Source: an optimization exercise on an open RTL-to-GDS flow (aim: small area, a short achievable clock period and few clock cycles per item). Production flows keep margins and buffers that such runs may drop.
Where RTL was checked, it was by simulation tests only, not by an equivalence proof against the original.
No activity file was given, so power comes from the tool's default toggle rates.

== the reference run ==
==> flow/design.v <==
`default_nettype none
package isa_pkg;
    typedef enum logic {
        OP_ALU    = 1'b0,
        OP_BRANCH = 1'b1
    } op_class_t;
    typedef enum logic [2:0] {
        ALU_ADD = 3'd0,
        ALU_SUB = 3'd1,
        ALU_AND = 3'd2,
        ALU_OR  = 3'd3,
        ALU_XOR = 3'd4
    } alu_func_t;
    typedef enum logic {
        BR_EQ  = 1'b0,
        BR_LTU = 1'b1
    } br_cond_t;
    typedef struct packed {
        op_class_t               op_class;
        alu_func_t               func;
        br_cond_t                cond;
        logic [5-1:0]      rd;
        logic [32-1:0]      src_a;
        logic [32-1:0]      src_b;
        logic [32-1:0]      pc;
        logic [32-1:0]      imm;
    } issue_op_t;
endpackage
`default_nettype wire
`default_nettype none
package backend_pkg;
    typedef logic [3-1:0] rob_tag_t;
    typedef struct packed {
        rob_tag_t                tag;
        logic [2:0]              func;
        logic [5-1:0]      rd;
        logic [32-1:0]      src_a;
        logic [32-1:0]      src_b;
    } alu_op_t;
    typedef struct packed {
        rob_tag_t                tag;
        logic                    cond;
        logic [5-1:0]      rd;
        logic [32-1:0]      src_a;
        logic [32-1:0]      src_b;
        logic [32-1:0]      pc;
        logic [32-1:0]      imm;
    } br_op_t;
    typedef struct packed {
        rob_tag_t                tag;
        logic [5-1:0]      rd;
        logic [32-1:0]      value;
    } alu_result_t;
    typedef struct packed {
        rob_tag_t                tag;
        logic [5-1:0]      rd;
        logic [32-1:0]      link;
        logic                    taken;
        logic [32-1:0]      target;
    } br_result_t;
    typedef struct packed {
        rob_tag_t                tag;
        logic [5-1:0]      rd;
        logic [32-1:0]      value;
        logic                    is_branch;
        logic                    taken;
        logic [32-1:0]      target;
    } wb_packet_t;
    typedef struct packed {
        rob_tag_t                tag;
        logic [5-1:0]      rd;
        logic [32-1:0]      value;
        logic                    is_branch;
        logic                    taken;
        logic [32-1:0]      target;
    } commit_rec_t;
endpackage
`default_nettype wire
`default_nettype none
`timescale 1ns/100ps
module prefix_carry #(
    parameter int W = 32
) (
    input  wire logic [W-1:0] g_i,
    input  wire logic [W-1:0] p_i,
    input  wire logic         cin_i,
    output logic [W:0]        c_o
);
    localparam int L = (W > 16) ? 5 : (W > 8) ? 4 : (W > 4) ? 3 : (W > 2) ? 2 : 1;
    logic [W-1:0] gg;
    logic [W-1:0] pp;
    always_comb begin
        gg    = g_i;
        pp    = p_i;
        gg[0] = g_i[0] | (p_i[0] & cin_i);
        for (int l = 0; l < L; l++) begin
            for (int i = (2 << l) - 1; i < W; i += (2 << l)) begin
                gg[i] = gg[i] | (pp[i] & gg[i - (1 << l)]);
                pp[i] = pp[i] & pp[i - (1 << l)];
            end
        end
        for (int l = L - 2; l >= 0; l--) begin
            for (int i = 3 * (1 << l) - 1; i < W; i += (2 << l)) begin
                gg[i] = gg[i] | (pp[i] & gg[i - (1 << l)]);
                pp[i] = pp[i] & pp[i - (1 << l)];
            end
        end
    end
    assign c_o = {gg, cin_i};
endmodule
module pc_increment #(
    parameter int W = 32
) (
    input  wire logic [W-1:0] pc_i,
    output logic [W-1:0]      link_o
);
    localparam int N = W - 2;
    localparam int L = (N > 16) ? 5 : (N > 8) ? 4 : (N > 4) ? 3 : (N > 2) ? 2 : 1;
    logic [N-1:0] pp;
    always_comb begin
        pp = pc_i[W-1:2];
        for (int l = 0; l < L; l++) begin
            for (int i = (2 << l) - 1; i < N; i += (2 << l)) begin
                pp[i] = pp[i] & pp[i - (1 << l)];
            end
        end
        for (int l = L - 2; l >= 0; l--) begin
            for (int i = 3 * (1 << l) - 1; i < N; i += (2 << l)) begin
                pp[i] = pp[i] & pp[i - (1 << l)];
            end
        end
    end
    assign link_o = {pc_i[W-1:2] ^ {pp[N-2:0], 1'b1}, pc_i[1:0]};
endmodule
`default_nettype wire
`default_nettype none
`timescale 1ns/100ps
module ooo_backend_top (
    input  wire logic                  clk_i,
    input  wire logic                  rst_n_i,
    input  wire logic                  op_valid_i,
    input  wire isa_pkg::issue_op_t    op_i,
    output logic                       commit_valid_o,
    output backend_pkg::commit_rec_t   commit_o,
    output logic                       credit_o
);
    localparam int W = 32;
    logic         is_br;
    logic         sub;
    logic [W-1:0] b_x;
    logic [W-1:0] gen;
    logic [W-1:0] prop;
    logic [W:0]   carry;
    logic [W-1:0] sum;
    logic         taken;
    logic [W-1:0] link;
    logic [W:0]   pc_carry;
    logic [W-1:0] pc_imm;
    logic [W-1:0] value;
    logic [W-1:0] target;
    backend_pkg::rob_tag_t tag_q;
    logic [5-1:0]    rd_q;
    logic [W-1:0]          value_q;
    logic                  is_br_q;
    logic                  taken_q;
    logic [W-1:0]          target_q;
    assign is_br = (op_i.op_class == isa_pkg::OP_BRANCH);
    assign sub  = is_br || (op_i.func == isa_pkg::ALU_SUB);
    assign b_x  = op_i.src_b ^ {W{sub}};
    assign gen  = op_i.src_a & b_x;
    assign prop = op_i.src_a ^ b_x;
    prefix_carry #(.W(W)) alu_carry_inst (
        .g_i   (gen),
        .p_i   (prop),
        .cin_i (sub),
        .c_o   (carry)
    );
    assign sum = prop ^ carry[W-1:0];
    assign taken = (op_i.cond == isa_pkg::BR_EQ) ? (&prop) : !carry[W];
    pc_increment #(.W(W)) link_inst (
        .pc_i   (op_i.pc),
        .link_o (link)
    );
    prefix_carry #(.W(W)) pc_carry_inst (
        .g_i   (op_i.pc & op_i.imm),
        .p_i   (op_i.pc ^ op_i.imm),
        .cin_i (1'b0),
        .c_o   (pc_carry)
    );
    assign pc_imm = op_i.pc ^ op_i.imm ^ pc_carry[W-1:0];
    always_comb begin
        if (is_br) begin
            value  = link;
            target = taken ? pc_imm : link;
        end else begin
            target = '0;
            case (op_i.func)
                isa_pkg::ALU_ADD,
                isa_pkg::ALU_SUB: value = sum;
                isa_pkg::ALU_AND: value = gen;
                isa_pkg::ALU_OR:  value = gen | prop;
                isa_pkg::ALU_XOR: value = prop;
                default:          value = '0;
            endcase
        end
    end
    assign credit_o = commit_valid_o;
    always_ff @(posedge clk_i or negedge rst_n_i) begin
        if (!rst_n_i) begin
            commit_valid_o <= 1'b0;
            tag_q          <= '1;
        end else begin
            commit_valid_o <= op_valid_i;
            if (op_valid_i) begin
                tag_q <= tag_q + 1'b1;
            end
        end
    end
    always_ff @(posedge clk_i) begin
        rd_q     <= op_i.rd;
        value_q  <= value;
        is_br_q  <= is_br;
        taken_q  <= is_br && taken;
        target_q <= target;
    end
    assign commit_o = {tag_q, rd_q, value_q, is_br_q, taken_q, target_q};
endmodule
`default_nettype wire
clock: 5.0 ns
lec_check: 0
cap_margin: 20
core_margin: 2
core_utilization: 40
slew_margin: 20
standard.sh (not shown) runs the stock make flow with config.mk's settings and CLKGATE_MAP_FILE= SYNTH_SCRIPT=/design/flow/synth_recipe.tcl, a recipe that flattens the netlist after the stock synthesis.
==> flow/flow/run.sh <==
#!/bin/bash
# The standard layout, with the port buffers made from the smallest buffer cell.
set -euo pipefail
bash standard.sh BUFFER_PORTS_ARGS="-buffer_cell sky130_fd_sc_hd__buf_1" finish > make_finish.log 2>&1
The reference run: flow completed, timing, DRC and antenna clean
Testbench counts of the reference run, summed over its fixed seeds: cycles 2,056, items 2,048.
Inputs modified between the reference run and the trial run:
-- flow/design.v --
<<< the reference run, line 80
`timescale 1ns/100ps
module prefix_carry #(
    parameter int W = 32
) (
    input  wire logic [W-1:0] g_i,
>>> the trial run, line 80
`timescale 1ns/100ps
module prefix_carry #(
    parameter int W    = 32,
    parameter int ARCH = 0
) (
    input  wire logic [W-1:0] g_i,
<<< the reference run, line 94
        pp    = p_i;
        gg[0] = g_i[0] | (p_i[0] & cin_i);
        for (int l = 0; l < L; l++) begin
            for (int i = (2 << l) - 1; i < W; i += (2 << l)) begin
                gg[i] = gg[i] | (pp[i] & gg[i - (1 << l)]);
                pp[i] = pp[i] & pp[i - (1 << l)];
            end
        end
        for (int l = L - 2; l >= 0; l--) begin
            for (int i = 3 * (1 << l) - 1; i < W; i += (2 << l)) begin
                gg[i] = gg[i] | (pp[i] & gg[i - (1 << l)]);
                pp[i] = pp[i] & pp[i - (1 << l)];
            end
        end
>>> the trial run, line 95
        pp    = p_i;
        gg[0] = g_i[0] | (p_i[0] & cin_i);
        if (ARCH == 0) begin
            for (int l = 0; l < L; l++) begin
                for (int i = (2 << l) - 1; i < W; i += (2 << l)) begin
                    gg[i] = gg[i] | (pp[i] & gg[i - (1 << l)]);
                    pp[i] = pp[i] & pp[i - (1 << l)];
                end
            end
            for (int l = L - 2; l >= 0; l--) begin
                for (int i = 3 * (1 << l) - 1; i < W; i += (2 << l)) begin
                    gg[i] = gg[i] | (pp[i] & gg[i - (1 << l)]);
                    pp[i] = pp[i] & pp[i - (1 << l)];
                end
            end
        end else if (ARCH == 1) begin
            for (int l = 0; l < L; l++) begin
                for (int i = 0; i < W; i++) begin
                    if (((i >> l) & 1) == 1) begin
                        gg[i] = gg[i] | (pp[i] & gg[((i >> l) << l) - 1]);
                        pp[i] = pp[i] & pp[((i >> l) << l) - 1];
                    end
                end
            end
        end else begin
            for (int l = 0; l < L; l++) begin
                for (int i = W - 1; i >= (1 << l); i--) begin
                    gg[i] = gg[i] | (pp[i] & gg[i - (1 << l)]);
                    pp[i] = pp[i] & pp[i - (1 << l)];
                end
            end
        end
<<< the reference run, line 158
    logic [W-1:0] pc_imm;
    logic [W-1:0] value;
    logic [W-1:0] target;
    backend_pkg::rob_tag_t tag_q;
    logic [5-1:0]    rd_q;
>>> the trial run, line 177
    logic [W-1:0] pc_imm;
    logic [W-1:0] value;
    backend_pkg::rob_tag_t tag_q;
    logic [5-1:0]    rd_q;
<<< the reference run, line 170
    assign gen  = op_i.src_a & b_x;
    assign prop = op_i.src_a ^ b_x;
    prefix_carry #(.W(W)) alu_carry_inst (
        .g_i   (gen),
        .p_i   (prop),
>>> the trial run, line 188
    assign gen  = op_i.src_a & b_x;
    assign prop = op_i.src_a ^ b_x;
    prefix_carry #(.W(W), .ARCH(2)) alu_carry_inst (
        .g_i   (gen),
        .p_i   (prop),
<<< the reference run, line 182
        .link_o (link)
    );
    prefix_carry #(.W(W)) pc_carry_inst (
        .g_i   (op_i.pc & op_i.imm),
        .p_i   (op_i.pc ^ op_i.imm),
>>> the trial run, line 200
        .link_o (link)
    );
    prefix_carry #(.W(W), .ARCH(2)) pc_carry_inst (
        .g_i   (op_i.pc & op_i.imm),
        .p_i   (op_i.pc ^ op_i.imm),
<<< the reference run, line 191
    always_comb begin
        if (is_br) begin
            value  = link;
            target = taken ? pc_imm : link;
        end else begin
            target = '0;
            case (op_i.func)
                isa_pkg::ALU_ADD,
>>> the trial run, line 209
    always_comb begin
        if (is_br) begin
            value = link;
        end else begin
            case (op_i.func)
                isa_pkg::ALU_ADD,
<<< the reference run, line 222
        is_br_q  <= is_br;
        taken_q  <= is_br && taken;
        target_q <= target;
    end
    assign commit_o = {tag_q, rd_q, value_q, is_br_q, taken_q, target_q};
endmodule
`default_nettype wire
>>> the trial run, line 238
        is_br_q  <= is_br;
        taken_q  <= is_br && taken;
        target_q <= pc_imm;
    end
    assign commit_o = {tag_q, rd_q, value_q, is_br_q, taken_q,
                       taken_q ? target_q : (value_q & {W{is_br_q}})};
endmodule
`default_nettype wire
Findings:
- The trial run against the reference run: number of clock sinks closely matched the old numbers, tapcell count went up by 9, part of the power in the clock network -5.7 points, DRC marker count from the first detailed-route iteration moved up, sequential share of layout area dropped 1.0 points.
- Between the reference run and the trial run, the flow reports fmax increasing by a little under 10%.
- On multi-input combinational cell area, the higher figure sits with the trial run, not the reference run.
- Placed cell area (higher): the trial run
- Looking only at clock-cell share of area, and setting everything else aside, the higher value of the reference run and the trial run goes to the reference run.
- Setup WNS the reference run -> the trial run: better
No functional check of the RTL was part of the trial run.

-- separate check: timing with driven ports --
No port has a modelled driver above. Below, the same layouts with a new extraction and two added sets of constraints.
Step 1, drivers: a clkbuf_16 drives clk_i and a buf_2 each remaining input, both assumed.
Step 2 times the ports against the registers' clock, not the clock port: input delays grow and output delays shrink by t, the midpoint of the rising clock arrivals with the driver on.
Slacks: ideal ports / drivers / drivers and shift; pairs: ideal ports / drivers.
| run | t, ns | setup slack, ns | worst setup path after step 2 |
|---|---|---|---|
| the reference run | 0.378 | 0.435 / 0.453 / 0.075 | input to register |
| the trial run | 0.392 | 0.761 / 0.781 / 0.389 | input to register |
After both steps setup and hold are still met in every run listed. For the trial run, which loses most, drivers alone change the setup slack by +0.020 ns; drivers and shift together by -0.372 ns.
